This is an optimization exercise on Yosys and OpenROAD, whose aim is small area, a short achievable clock period and few clock cycles per item, not a production implementation.
Function was checked by simulation only, so behaviour that the tests miss may differ from the original.

==> design/flow/design.v <==
package cuckoo_pkg;
    function automatic logic [31:0] salt(input int way);
        case (way)
            0:       salt = 32'h0000_0000;
            1:       salt = 32'hFFFF_FFFF;
            2:       salt = 32'hAAAA_AAAA;
            default: salt = 32'h5555_5555;
        endcase
    endfunction
    function automatic logic [31:0] hash_idx(input logic [31:0] key, input int way, input int table_size);
        hash_idx = (key ^ salt(way)) % 32'(table_size);
    endfunction
endpackage
module cuckoo_way_bank
#(
    parameter int TABLE_SIZE  = 50,
    parameter int KEY_WIDTH   = 27,
    parameter int VALUE_WIDTH = 32,
    parameter int IDX_W       = 6
) (
    input  logic                   clk,
    input  logic                   rst,
    input  logic [IDX_W-1:0]       rd_idx,
    output logic                   rd_valid,
    output logic [KEY_WIDTH-1:0]   rd_key,
    output logic [VALUE_WIDTH-1:0] rd_value,
    input  logic                   wr_en,
    input  logic [IDX_W-1:0]       wr_idx,
    input  logic [KEY_WIDTH-1:0]   wr_key,
    input  logic [VALUE_WIDTH-1:0] wr_value,
    input  logic                   clr_en,
    input  logic [IDX_W-1:0]       clr_idx
);
    logic [TABLE_SIZE-1:0]  valid_q;
    logic [KEY_WIDTH-1:0]   key_q [TABLE_SIZE];
    logic [VALUE_WIDTH-1:0] val_q [TABLE_SIZE];
    for (genvar i = 0; i < TABLE_SIZE; i++) begin : g_slot
        always_ff @(posedge clk) begin
            if (!rst) valid_q[i] <= 1'b0;
            else if (wr_en && wr_idx == IDX_W'(i)) valid_q[i] <= 1'b1;
            else if (clr_en && clr_idx == IDX_W'(i)) valid_q[i] <= 1'b0;
            if (wr_en && wr_idx == IDX_W'(i)) begin
                key_q[i] <= wr_key;
                val_q[i] <= wr_value;
            end
        end
    end
    assign rd_valid = valid_q[rd_idx];
    assign rd_key   = key_q[rd_idx];
    assign rd_value = val_q[rd_idx];
endmodule
module cuckoo_hash_engine
#(
    parameter int NUM_WAYS    = 3,
    parameter int TABLE_SIZE  = 50,
    parameter int KEY_WIDTH   = 27,
    parameter int VALUE_WIDTH = 32,
    parameter int MAX_KICKS   = 16
) (
    input  logic                                        clk,
    input  logic                                        rst,
    input  logic                                        req_valid,
    output logic                                        req_ready,
    input  logic [1:0]                                  req_op,
    input  logic [KEY_WIDTH-1:0]                        req_key,
    input  logic [VALUE_WIDTH-1:0]                      req_value,
    output logic                                        rsp_valid,
    output logic [1:0]                                  rsp_status,
    output logic [VALUE_WIDTH-1:0]                      rsp_value,
    output logic [KEY_WIDTH-1:0]                        rsp_key,
    output logic [$clog2(NUM_WAYS*TABLE_SIZE+1)-1:0]    occupancy,
    output logic                                        collision
);
    localparam int IDX_W  = $clog2(TABLE_SIZE);
    localparam int WAY_W  = $clog2(NUM_WAYS);
    localparam int KICK_W = $clog2(MAX_KICKS + 1);
    localparam int OCC_W  = $clog2(NUM_WAYS*TABLE_SIZE + 1);
    localparam logic [1:0] OP_LOOKUP = 2'd0, OP_INSERT = 2'd1, OP_DELETE = 2'd2;
    localparam logic [1:0] ST_OK = 2'd0, ST_NOT_FOUND = 2'd1, ST_FULL = 2'd2, ST_BAD_OP = 2'd3;
    localparam logic [1:0] S_IDLE = 2'd0, S_PROBE = 2'd1, S_KICK = 2'd2, S_RESP = 2'd3;
    logic [1:0]             state_q, state_d;
    logic [1:0]             op_q, op_d;
    logic [KEY_WIDTH-1:0]   key_q, key_d, carry_key_q, carry_key_d, rsp_key_q, rsp_key_d;
    logic [VALUE_WIDTH-1:0] value_q, value_d, carry_val_q, carry_val_d, rsp_value_q, rsp_value_d;
    logic [WAY_W-1:0]       kick_way_q, kick_way_d;
    logic [KICK_W-1:0]      kicks_q, kicks_d;
    logic [OCC_W-1:0]       occ_q, occ_d;
    logic                   coll_q, coll_d, rsp_valid_q, rsp_valid_d;
    logic [1:0]             rsp_status_q, rsp_status_d;
    logic [KEY_WIDTH-1:0]   probe_key;
    logic [IDX_W-1:0]       rd_idx [NUM_WAYS];
    logic                   bank_v [NUM_WAYS];
    logic [KEY_WIDTH-1:0]   bank_k [NUM_WAYS];
    logic [VALUE_WIDTH-1:0] bank_d [NUM_WAYS];
    logic [NUM_WAYS-1:0]    wr_en, clr_en;
    logic [KEY_WIDTH-1:0]   wr_key;
    logic [VALUE_WIDTH-1:0] wr_val;
    logic                   hit, free, stash_hit;
    logic [WAY_W-1:0]       hit_way, free_way;
    logic                   stash_v_q;
    logic [KEY_WIDTH-1:0]   stash_key_q;
    logic [VALUE_WIDTH-1:0] stash_val_q;
    assign probe_key = (state_q == S_KICK) ? carry_key_q : key_q;
    for (genvar w = 0; w < NUM_WAYS; w++) begin : g_way
        assign rd_idx[w] = IDX_W'(cuckoo_pkg::hash_idx(32'(probe_key), w, TABLE_SIZE));
        cuckoo_way_bank #(
            .TABLE_SIZE(TABLE_SIZE), .KEY_WIDTH(KEY_WIDTH), .VALUE_WIDTH(VALUE_WIDTH), .IDX_W(IDX_W)
        ) u_bank (
            .clk(clk), .rst(rst),
            .rd_idx(rd_idx[w]), .rd_valid(bank_v[w]), .rd_key(bank_k[w]), .rd_value(bank_d[w]),
            .wr_en(wr_en[w]), .wr_idx(rd_idx[w]), .wr_key(wr_key), .wr_value(wr_val),
            .clr_en(clr_en[w]), .clr_idx(rd_idx[w])
        );
    end
    always_comb begin
        hit      = 1'b0;
        hit_way  = '0;
        free     = 1'b0;
        free_way = '0;
        for (int i = NUM_WAYS - 1; i >= 0; i--) begin
            if (bank_v[i] && bank_k[i] == key_q) begin
                hit     = 1'b1;
                hit_way = WAY_W'(i);
            end
            if (!bank_v[i]) begin
                free     = 1'b1;
                free_way = WAY_W'(i);
            end
        end
    end
    assign stash_v_q   = 1'b0;
    assign stash_key_q = '0;
    assign stash_val_q = '0;
    assign stash_hit = stash_v_q && stash_key_q == key_q;
    always_comb begin
        state_d      = state_q;
        op_d         = op_q;
        key_d        = key_q;
        value_d      = value_q;
        carry_key_d  = carry_key_q;
        carry_val_d  = carry_val_q;
        kick_way_d   = kick_way_q;
        kicks_d      = kicks_q;
        occ_d        = occ_q;
        coll_d       = coll_q;
        rsp_valid_d  = 1'b0;
        rsp_status_d = ST_OK;
        rsp_key_d    = key_q;
        rsp_value_d  = '0;
        wr_en        = '0;
        clr_en       = '0;
        wr_key       = key_q;
        wr_val       = value_q;
        case (state_q)
            S_IDLE: if (req_valid && req_ready) begin
                op_d    = req_op;
                key_d   = req_key;
                value_d = req_value;
                state_d = S_PROBE;
            end
            S_PROBE: begin
                state_d     = S_RESP;
                rsp_valid_d = 1'b1;
                case (op_q)
                    OP_LOOKUP: begin
                        if (hit) rsp_value_d = bank_d[hit_way];
                        else if (stash_hit) rsp_value_d = stash_val_q;
                        else rsp_status_d = ST_NOT_FOUND;
                    end
                    OP_DELETE: begin
                        if (hit) begin
                            clr_en[hit_way] = 1'b1;
                            occ_d           = occ_q - 1'b1;
                        end else if (stash_hit) begin
                            occ_d = occ_q - 1'b1;
                        end else rsp_status_d = ST_NOT_FOUND;
                    end
                    OP_INSERT: begin
                        if (hit) wr_en[hit_way] = 1'b1;
                        else if (stash_hit) begin
                        end else if (free) begin
                            wr_en[free_way] = 1'b1;
                            occ_d           = occ_q + 1'b1;
                        end else begin
                            wr_en[0]    = 1'b1;
                            carry_key_d = bank_k[0];
                            carry_val_d = bank_d[0];
                            kick_way_d  = WAY_W'(1);
                            kicks_d     = KICK_W'(1);
                            state_d     = S_KICK;
                            rsp_valid_d = 1'b0;
                        end
                    end
                    default: rsp_status_d = ST_BAD_OP;
                endcase
            end
            S_KICK: begin
                wr_key = carry_key_q;
                wr_val = carry_val_q;
                if (!bank_v[kick_way_q]) begin
                    wr_en[kick_way_q] = 1'b1;
                    occ_d             = occ_q + 1'b1;
                    state_d           = S_RESP;
                    rsp_valid_d       = 1'b1;
                end else if (kicks_q == KICK_W'(MAX_KICKS)) begin
                    state_d     = S_RESP;
                    rsp_valid_d = 1'b1;
                    begin
                        rsp_status_d = ST_FULL;
                        rsp_key_d    = carry_key_q;
                        rsp_value_d  = carry_val_q;
                        coll_d       = 1'b1;
                    end
                end else begin
                    wr_en[kick_way_q] = 1'b1;
                    carry_key_d       = bank_k[kick_way_q];
                    carry_val_d       = bank_d[kick_way_q];
                    kick_way_d        = (kick_way_q == WAY_W'(NUM_WAYS - 1)) ? '0 : kick_way_q + 1'b1;
                    kicks_d           = kicks_q + 1'b1;
                end
            end
            default: state_d = S_IDLE;
        endcase
        if (!rsp_valid_d) begin
            rsp_status_d = rsp_status_q;
            rsp_key_d    = rsp_key_q;
            rsp_value_d  = rsp_value_q;
        end
    end
    always_ff @(posedge clk) begin
        if (!rst) begin
            state_q      <= S_IDLE;
            op_q         <= OP_LOOKUP;
            key_q        <= '0;
            value_q      <= '0;
            carry_key_q  <= '0;
            carry_val_q  <= '0;
            kick_way_q   <= '0;
            kicks_q      <= '0;
            occ_q        <= '0;
            coll_q       <= 1'b0;
            rsp_valid_q  <= 1'b0;
            rsp_status_q <= ST_OK;
            rsp_key_q    <= '0;
            rsp_value_q  <= '0;
        end else begin
            state_q      <= state_d;
            op_q         <= op_d;
            key_q        <= key_d;
            value_q      <= value_d;
            carry_key_q  <= carry_key_d;
            carry_val_q  <= carry_val_d;
            kick_way_q   <= kick_way_d;
            kicks_q      <= kicks_d;
            occ_q        <= occ_d;
            coll_q       <= coll_d;
            rsp_valid_q  <= rsp_valid_d;
            rsp_status_q <= rsp_status_d;
            rsp_key_q    <= rsp_key_d;
            rsp_value_q  <= rsp_value_d;
        end
    end
    assign req_ready  = (state_q == S_IDLE) && rst;
    assign rsp_valid  = rsp_valid_q;
    assign rsp_status = rsp_status_q;
    assign rsp_value  = rsp_value_q;
    assign rsp_key    = rsp_key_q;
    assign occupancy  = occ_q;
    assign collision  = coll_q;
endmodule
==> design/flow/run.sh <==
#!/bin/bash
# synth_recipe.tcl (not shown) runs the flow's synth.tcl, then flattens the netlist and writes it again
# the make line also repeats each setting of config.mk as NAME=value (left out here)
make -C /OpenROAD-flow-scripts/flow DESIGN_CONFIG=/design/flow/config.mk WORK_HOME=/design/flow/orfs CLKGATE_MAP_FILE= SYNTH_SCRIPT=/design/flow/synth_recipe.tcl finish
==> design/flow/config.mk <==
export PLATFORM = sky130hd
export DESIGN_NAME = cuckoo_hash_engine
export DESIGN_NICKNAME = cuckoo_hash_engine
export VERILOG_FILES = /design/flow/design.v
export SDC_FILE = /design/flow/constraint.sdc
export NUM_CORES = 8
export LEC_CHECK = 0
export CAP_MARGIN = 20
export CORE_MARGIN = 2
export CORE_UTILIZATION = 35
export PLACE_DENSITY = 0.5
export SLEW_MARGIN = 20
==> design/flow/constraint.sdc <==
create_clock -name core_clock -period 30.0 [get_ports {clk}]
set_input_delay 6.0000 -clock core_clock [delete_from_list [all_inputs] [get_ports {clk}]]
set_output_delay 6.0000 -clock core_clock [all_outputs]
set_load 0.01 [all_outputs]
==> flow_metrics.py <==
metrics = {
    "cells_and_area": {
        "layout_common_cells": "edfxtp_1, a22oi_1, nand2_1",
        "multiInputGateArea_sq_um": 82130,
        "fillers": 92832,
        "final_nets": 23702,
        "stdcell_area_sq_um": 420000,
        "post-route-util_pct": 40.97,
        "area_growth_pct": 16.84,
        "seq_area_sq_um": 272800,
        "layout_commonest_cell": "edfxtp_1",
        "layout-drive-gt1-share_pct": 14.91,
    },
    "floorplanning": {
        "dieHeight_mm": 1.017,
        "initial_core_util_pct": 35.07,
        "die_w_mm": 1.017,
        "core_sq_um": 1025000,
        "num_rows": 372,
        "ioPinCount": 136,
        "dieArea_sq_um": 1035000,
    },
    "placement": {
        "gp_congestion": 0.9815,
        "dp_hpwl_mm": 1071,
        "port_buffers": 135,
        "placed_area_sq_um": 388800,
    },
    "setup_path": {
        "path_delay_family": "compound AO/OA/AOI/OAI gates",
        "cp-start-kind": "flip-flop",
        "cp_num_buf_inv": 9,
        "cp_common_cell": "nor2_1",
        "critPathArrivalTime_ns": 29.84,
        "reg2reg_slack_ns": 1.01,
        "slowest_stage": "a2111oi_2",
        "cp_max_fo": 68,
        "cpPeakStageDelay_ns": 1.15,
        "crit_type": "reg2reg",
        "cp.required_ns": 30.84,
        "endpoint_kind": "flip-flop",
    },
    "global_route": {
        "grt_pass1_wl_mm": 2204,
        "gr-total-overflow": 0,
        "grt_usage_pct": 31.36,
        "grtUsageMet1_pct": 43.98,
        "antenna_found_initial": 188,
        "grt_use_met2_pct": 44.64,
        "grt_max_degree": 112,
        "grt_pass1_vias": 225135,
        "busiest_layer": "met2",
        "met3_usage_pct": 9.726,
    },
    "sta": {
        "post-route-period-util_pct": 96.65,
        "relSlewSlack_pct": 7.945,
        "skew_ns": 0.2294,
        "slew_violations": 0,
        "hold_viol_final": 0,
        "fmax_mhz": 34.49,
        "setup_violations": 0,
        "worstMarginPinSlew_ns": 1.368,
        "fin_crit_ns": 28.99,
        "fin_tns_setup_ns": 0,
        "rsz0062_at_grt": "no",
    },
    "routing": {
        "drtPass1Iterations": 10,
        "first_iter_violations": 51594,
        "routedWlPerCell_um": 44.24,
        "avgViaCountPerCell": 6.595,
        "num_vias": 251693,
        "routed_wl_mm": 1688,
        "drc_errors": 0,
        "ant_nets": 0,
    },
    "run_status": {
        "status": "complete, no violations",
    },
    "synth": {
        "yosys_most_used_dff": "edfxtp_1",
        "syn_nets": 22737,
        "synth_area_leader_cell": "edfxtp_1",
        "yosys_warnings": 9,
        "async_reset_ff_share_pct": 0,
        "yosys-top-cells-area": "edfxtp_1, a22oi_1, dfxtp_1",
        "synth_cell_types": 166,
        "synth_top_cell_area_share_pct": 73.94,
        "synth_edf_count": 8850,
        "synth_cells": 22643,
        "seq_area_frac_synth_pct": 75.89,
        "syn_avg_cell_area_sq_um": 15.87,
        "synth_area_sq_um": 359400,
        "synth-seq-cells": 9200,
    },
    "worst_hold_path": {
        "hold_class": "reg2reg",
    },
    "clock_network": {
        "cts.clk_slew.worst_paths_ns": 0.06,
        "clockRootBuffer": "clkbuf_16",
        "clk_latency_ns": 1.33,
        "cts-buffers-inserted": 957,
        "cts_buffer_depth": 5,
        "cts.repair.resized": 0,
        "cts_hold_buf": 0,
        "htree_levels": 6,
        "clock-sinks": 9200,
        "post_cts_buffers": 0,
        "cts_tree": "yes",
    },
    "flow_run": {
        "cap_violations": 0,
    },
}
[Yosys cell counts, drive strengths merged (51+ instances only)]
cell,instances
o21ai,618
dfxtp,350
mux2i,198
a211oi,96
nand3,720
a22o,545
a32o,53
o211ai,83
inv,257
o41ai,93
nor4,214
a32oi,117
edfxtp,8850
a221oi,538
xnor2,97
a22oi,1837
nand2,1646
a21oi,669
o221ai,51
and4,53
nor3,388
a21o,100
o22ai,155
clkbuf,914
buf,557
and2,82
o2111ai,76
nor2,559
mux2,85
a2111oi,102
nand4,749
or4,79
o32ai,65
a222oi,444
and3,171
a31oi,121
o31ai,109
[final cells by class]
class | instances | area share [%]
Multi-Input combinational cell | 11693 | 19.56
Antenna cell | 97 | 0.05780
Clock inverter | 553 | 1.289
Timing Repair Buffer | 1488 | 3.730
Sequential cell | 9200 | 64.95
Tap cell | 13651 | 4.067
Clock buffer | 1215 | 6.021
Inverter | 268 | 0.3286
[state kept, by name, indices dropped and copies added (netlist names), 2 cells and up]
signal / cells
kick_way_q: 2
state_q: 2
kicks_q: 5
g_way.u_bank.key_q: 4050
value_q: 32
occ_q: 8
rsp_key_q: 27
op_q: 2
rsp_value_q: 32
g_way.u_bank.valid_q: 150
carry_val_q: 32
carry_key_q: 27
rsp_status_q: 2
g_way.u_bank.val_q: 4800
key_q: 27
[per-layer routing]
layer	part of all wire (%)	routed length (um)	vias to the layer above
met5	0.036	600	-
met3	14	236600	3076
met2	42	702400	20369
li1	-	-	96201
met4	5.5	93460	68
met1	39	655200	131979
[worst min-delay path: stages (launching register included)]
cell and delay (ns):
dfxtp_1 0.31, o41ai_1 0.05, a21oi_1 0.06
[path summary, 6_finish.rpt]
path	cells after the start	startpoint	to
max	76	state_q[0]$_SDFFE_PN0P_	g_way[2].u_bank.val_q[26][16]$_DFFE_PP_
min	2	g_way[0].u_bank.valid_q[45]$_SDFFE_PN0P_	g_way[0].u_bank.valid_q[45]$_SDFFE_PN0P_
max reg2reg	76	state_q[0]$_SDFFE_PN0P_	g_way[2].u_bank.val_q[26][16]$_DFFE_PP_
min reg2reg	2	g_way[0].u_bank.valid_q[45]$_SDFFE_PN0P_	g_way[0].u_bank.valid_q[45]$_SDFFE_PN0P_
[kinds of logic (layout without fill, tap and decap cells)]
family / Yosys count / in the layout / synth area share [%]
xor gates and xnor gates: 120 / 120 / 0.3143
adders and majority gates: 42 / 42 / 0.1382
DFF: 9200 / 9200 / 75.89
muxes: 305 / 306 / 0.9838
buffers and inverters: 1751 / 3524 / 2.134
AOI/OAI and AO/OA: 6393 / 6393 / 13.83
and+or+nand+nor: 4832 / 4832 / 6.714
other: 0 / 97 / 0
[metrics by stage]
step,worst slack [ns],cells,hold WS (ns)
2_1_floorplan,2.321,22643,0.4335
3_3_place_gp,0.8217,36278,0.4493
3_5_place_dp,1.617,36291,0.4543
4_1_cts,1.570,38059,0.4626
5_1_grt,0.02476,38084,0.4831
6_report,1.006,38165,0.4687
Testbench counts, summed over its fixed seeds: cycles 73,589, ops 24,000.

==> re-timing with driven ports <==
The flow's constraints put no driver on any port. The routed layout listed below was extracted and timed again, unchanged, in two steps. Step 1, drivers: a clkbuf_16 drives clk and a buf_2 each remaining input, both assumed. Step 2 also shifts input and output timing later by t, the mid clock arrival at the registers, as if the neighbouring blocks saw the same clock. a / b / c = no drivers / after step 1 / after step 2; a / b = the first two.
t, ns: 1.397
setup slack, ns: 1.006 / 1.006 / 1.006
worst hold slack (ns): 0.469 / 0.469 / 0.469
After both steps this run still meets setup and hold. For this run, drivers alone change the setup slack by 0.000 ns; drivers and shift together by 0.000 ns.
